This design comes from an exercise in tuning for small area, a short achievable clock period and few clock cycles on the open sky130 flow, not from production work.
Function was checked by simulation only, so behaviour that the tests miss may differ from the original.
Power is estimated from default activity; no workload was simulated.

// rope_sim_top
module rope_sim_top (
    input  logic                            clk,
    input  logic                            reset,
    input  logic                            cmd_valid,
    input  logic                            cmd_op,
    input  logic signed [31:0]              cmd_x,
    input  logic signed [31:0]              cmd_y,
    output logic                            cmd_credit,
    output logic                            out_valid,
    output logic [$clog2(8)-1:0]  out_node,
    output logic signed [31:0]              out_x,
    output logic signed [31:0]              out_y,
    output logic                            out_last,
    input  logic                            out_credit
);
Size in the first run: about 890 flip-flops, about 140 I/O pins.
Settings: LEC_CHECK=0, ABC_CLOCK_PERIOD_IN_PS=4000, CAP_MARGIN=20, CORE_MARGIN=2, CORE_UTILIZATION=55, SETUP_SLACK_MARGIN=5, SLEW_MARGIN=20; clock period 11.0 ns.
standard.sh (not shown) runs the stock make flow with config.mk's settings and CLKGATE_MAP_FILE= SYNTH_SCRIPT=/design/flow/synth_recipe.tcl, a recipe that flattens the netlist after the stock synthesis.
==> flow/flow/run.sh <==
#!/bin/bash
set -euo pipefail
MARGIN=7
bash standard.sh synth > synth.log 2>&1
sed -e "s/SETUP_SLACK_MARGIN=[0-9.]*/SETUP_SLACK_MARGIN=${MARGIN}/" standard.sh > layout.sh
bash layout.sh finish > layout.log 2>&1
The first run ran to the end with no violations.
Testbench counts at the start, summed over its fixed seeds: cycles 13,040.
Then changed:
==> flow/run.sh (new file) <==
#!/bin/bash
# synth_recipe.tcl (not shown) runs the flow's synth.tcl, then flattens the netlist and writes it again
# the make line also repeats each setting of config.mk as NAME=value (left out here)
make -C /OpenROAD-flow-scripts/flow DESIGN_CONFIG=/design/flow/config.mk WORK_HOME=/design/flow/orfs CLKGATE_MAP_FILE= SYNTH_SCRIPT=/design/flow/synth_recipe.tcl finish
removed: flow/flow/run.sh
removed: flow/standard.sh
=>
- The changed run went through all stages and came out clean
- area after synthesis stays the same
- total power came out lower by about 4.7%
- routed wire length is lower by about 10%
- via count drops by about 7%

* * *

Another version of the RTL of rope_sim_top (not shown whole).
For scale: ~140 I/O pins, ~0.038 sq mm of cells after synthesis.
==> flow/config.mk <==
export PLATFORM = sky130hd
export DESIGN_NAME = rope_sim_top
export DESIGN_NICKNAME = rope_sim_top
export VERILOG_FILES = /design/flow/design.v
export SDC_FILE = /design/flow/constraint.sdc
export NUM_CORES = 4
export LEC_CHECK = 0
export ABC_CLOCK_PERIOD_IN_PS = 4000
export CAP_MARGIN = 20
export CORE_MARGIN = 2
export CORE_UTILIZATION = 55
export SETUP_SLACK_MARGIN = 5
export SLEW_MARGIN = 20
==> flow/constraint.sdc <==
create_clock -name core_clock -period 11.0 [get_ports {clk}]
set_input_delay 2.2000 -clock core_clock [delete_from_list [all_inputs] [get_ports {clk}]]
set_output_delay 2.2000 -clock core_clock [all_outputs]
set_load 0.01 [all_outputs]
==> flow/flow/run.sh <==
#!/bin/bash
set -euo pipefail
MARGIN=7.25
bash standard.sh synth > synth.log 2>&1
sed -e "s/SETUP_SLACK_MARGIN=[0-9.]*/SETUP_SLACK_MARGIN=${MARGIN} BUFFER_PORTS_ARGS='-buffer_cell sky130_fd_sc_hd__buf_2'/" standard.sh > layout.sh
bash layout.sh finish > layout.log 2>&1
Testbench counts at the start, summed over its fixed seeds: cycles 12,976.
==> next run, changes <==
--- a/flow/flow/run.sh
+++ b/flow/flow/run.sh
@@ -3 +3 @@
-MARGIN=7.25
+MARGIN=7
The changed run passed the timing, DRC and antenna checks.
Setup slack is worse by 0.10 ns.
Power rose by 1.7%.
Cell area fell by 4.2%.
Clock power rose by about 5%.
Die area does not change.
Register-to-register slack is worse by 0.10 ns.
Non-clock buffer count fell by 131.
Sequential cell count stays the same.
Critical path depth fell by 4.
Synthesized cell count does not change.

* * *

Setup of build 96:
rope_sim_top, a different RTL version from the one above (not shown whole).
Size: about 3800 cells after synthesis, ~140 I/O pins, roughly 38000 sq um of cells after synthesis.
## rope_sim_top
module rope_sim_top (
    input  logic                            clk,
    input  logic                            reset,
    input  logic                            cmd_valid,
    input  logic                            cmd_op,
    input  logic signed [31:0]              cmd_x,
    input  logic signed [31:0]              cmd_y,
    output logic                            cmd_credit,
    output logic                            out_valid,
    output logic [$clog2(8)-1:0]  out_node,
    output logic signed [31:0]              out_x,
    output logic signed [31:0]              out_y,
    output logic                            out_last,
    input  logic                            out_credit
);
    localparam logic [31:0] REST   = 32'sh000A_0000;
    localparam logic [31:0] GRAV   = 32'sh0000_4CCC;
    localparam logic [31:0] BASE_X = 32'sh00C8_0000;
    localparam int          W      = 21;
    logic [2:0]  ph;         
    logic        fresh;      
    logic        act;        
    logic        pend;       
    logic [2:0]  nn;         
    logic        stp_r;      
    logic [2:0]  cc;         
    logic        p0, p1;     
    logic        q01;        
    logic        v_l;        
    logic        l0;         
    logic        l1;         
    logic        v_o;        
    logic        crd_o;      
    logic [2:0]  node_o;     
    logic        last_o;
    logic        issue;
    logic        done7;
    assign issue = (act || stp_r) && (ph == nn) && (cc != 3'd0);
    assign done7 = issue && (nn == 3'd7);
    logic       act_n, stp_n;
    logic [2:0] nn_n, cc_n;
    assign stp_n = cmd_valid && !cmd_op;
    assign nn_n  = issue ? nn + 3'd1 : nn;
    assign cc_n  = cc - {2'b00, issue} + {2'b00, out_credit};
  ...
Settings: LEC_CHECK=0, ABC_CLOCK_PERIOD_IN_PS=4000, CAP_MARGIN=20, CORE_MARGIN=2, CORE_UTILIZATION=65, CTS_CLUSTER_DIAMETER=90, CTS_CLUSTER_SIZE=26, SETUP_SLACK_MARGIN=5, SLEW_MARGIN=20; clock period 11.0 ns.
==> flow/flow/run.sh <==
#!/bin/bash
set -euo pipefail
MARGIN=7
bash standard.sh synth > synth.log 2>&1
sed -e "s/SETUP_SLACK_MARGIN=[0-9.]*/SETUP_SLACK_MARGIN=${MARGIN} BUFFER_PORTS_ARGS='-buffer_cell sky130_fd_sc_hd__buf_2'/" standard.sh > layout.sh
bash layout.sh finish > layout.log 2>&1
Testbench counts of build 96, summed over its fixed seeds: cycles 12,976.
Relative to build 96, the following input files were edited for build 74:
# build 96
export LEC_CHECK = 0
export ABC_CLOCK_PERIOD_IN_PS = 4000
export CAP_MARGIN = 20
export CORE_MARGIN = 2
export CORE_UTILIZATION = 65
export CTS_CLUSTER_DIAMETER = 90
export CTS_CLUSTER_SIZE = 26
export SETUP_SLACK_MARGIN = 5
export SLEW_MARGIN = 20
create_clock -name core_clock -period 11.0 [get_ports {clk}]
# build 74
export LEC_CHECK = 0
export ABC_CLOCK_PERIOD_IN_PS = 4000
export CAP_MARGIN = 20
export CORE_MARGIN = 2
export CORE_UTILIZATION = 55
export CTS_CLUSTER_DIAMETER = 90
export CTS_CLUSTER_SIZE = 22
export SETUP_SLACK_MARGIN = 5
export SLEW_MARGIN = 20
create_clock -name core_clock -period 11.0 [get_ports {clk}]
--- a/flow/flow/run.sh
+++ b/flow/flow/run.sh
@@ -1,5 +1,5 @@
 #!/bin/bash
 set -euo pipefail
-MARGIN=7
+MARGIN=6.75
 bash standard.sh synth > synth.log 2>&1
 sed -e "s/SETUP_SLACK_MARGIN=[0-9.]*/SETUP_SLACK_MARGIN=${MARGIN} BUFFER_PORTS_ARGS='-buffer_cell sky130_fd_sc_hd__buf_2'/" standard.sh > layout.sh
[summary]
- Build 74 finished every step from synthesis to the final layout, and the layout passed the timing, DRC and antenna checks.
- For well-tap cell count, dividing the value from build 74 by the value from build 96 gives 1.14.
- [build 74] post-route worst hold slack fell 11 ps relative to build 96
- Build 74 ended with less tightest slew margin relative to the limit than build 96.
- Measured against each other, build 96 and build 74 differ in final cell count, the lower figure coming from build 96.
#### Input delta (build 98 over build 74)
==> flow/flow/run.sh <==
#!/bin/bash
set -euo pipefail
MARGIN=7
bash standard.sh synth > synth.log 2>&1
sed -e "s/SETUP_SLACK_MARGIN=[0-9.]*/SETUP_SLACK_MARGIN=${MARGIN} BUFFER_PORTS_ARGS='-buffer_cell sky130_fd_sc_hd__buf_2'/" standard.sh > layout.sh
bash layout.sh finish > layout.log 2>&1
Build 98: full flow OK, the timing, DRC and antenna checks passed
Build 98 ended up with a lower multi-input gate share of total cell area than build 74 did.
Core utilization for build 98: 1.2 points up relative to build 74
Build 98 vs. build 74: post-route minimum period went down by 230 ps, area after synthesis was more or less identical.
The hold-critical path depth on build 98 is in line with that on build 74.
Reported for build 98 and build 74, number of nets in the synthesized netlist turned out identical to the last digit.
Relative to build 74, register share of total power has decreased by 1.3 points in build 98.
For build 45, these inputs were changed with respect to build 98:
# build 98
export LEC_CHECK = 0
export ABC_CLOCK_PERIOD_IN_PS = 4000
export CAP_MARGIN = 20
export CORE_MARGIN = 2
export CORE_UTILIZATION = 55
export CTS_CLUSTER_DIAMETER = 90
export CTS_CLUSTER_SIZE = 22
export SETUP_SLACK_MARGIN = 5
export SLEW_MARGIN = 20
create_clock -name core_clock -period 11.0 [get_ports {clk}]
# build 45
export LEC_CHECK = 0
export ABC_CLOCK_PERIOD_IN_PS = 4000
export CAP_MARGIN = 10
export CORE_MARGIN = 2
export CORE_UTILIZATION = 55
export CTS_CLUSTER_DIAMETER = 90
export CTS_CLUSTER_SIZE = 22
export SETUP_SLACK_MARGIN = 5
export SLEW_MARGIN = 10
create_clock -name core_clock -period 11.0 [get_ports {clk}]
### Flow results
Build 45 against build 98: final design instance area without fill has increased, post-CTS setup buffer count has decreased, total power has remained practically unchanged, final cell count has increased.

port drivers added, routing unchanged:
In the flow no input, the clock included, has a driving cell. The finished layouts below were timed again as built, in two steps.
Step 1 sets driving cells, clkbuf_16 on the clock port and buf_2 on the other inputs (assumed; they add their load-dependent delay and slew).
Step 2 moves the port delays by t, midway between the first and last clock arrival at a register: inputs arrive t later, outputs are due t later. That takes back most of the time a late clock gives input paths.
a / b / c = ideal ports / drivers / drivers and shift; a / b = the first two.
run	t, ns	setup slack, ns	worst register clock-pin slew, ns
the first run of note 1	0.697	6.110 / 6.110 / 6.110	0.07 / 0.07
the second run of note 1	0.686	5.223 / 5.223 / 5.223	0.07 / 0.07
the first run of note 2	0.728	7.163 / 7.163 / 6.993	0.07 / 0.07
the second run of note 2	0.716	7.059 / 7.059 / 6.980	0.07 / 0.07
build 96	0.694	7.007 / 7.007 / 7.007	0.12 / 0.12
build 74	0.696	6.804 / 6.804 / 6.804	0.10 / 0.10
build 98	0.701	7.031 / 7.031 / 7.031	0.10 / 0.10
build 45	0.710	7.010 / 7.010 / 7.010	0.10 / 0.10
After both steps every run listed still meets setup and hold. For the first run of note 2, which loses most, drivers alone change the setup slack by 0.000 ns; drivers and shift together by -0.170 ns.
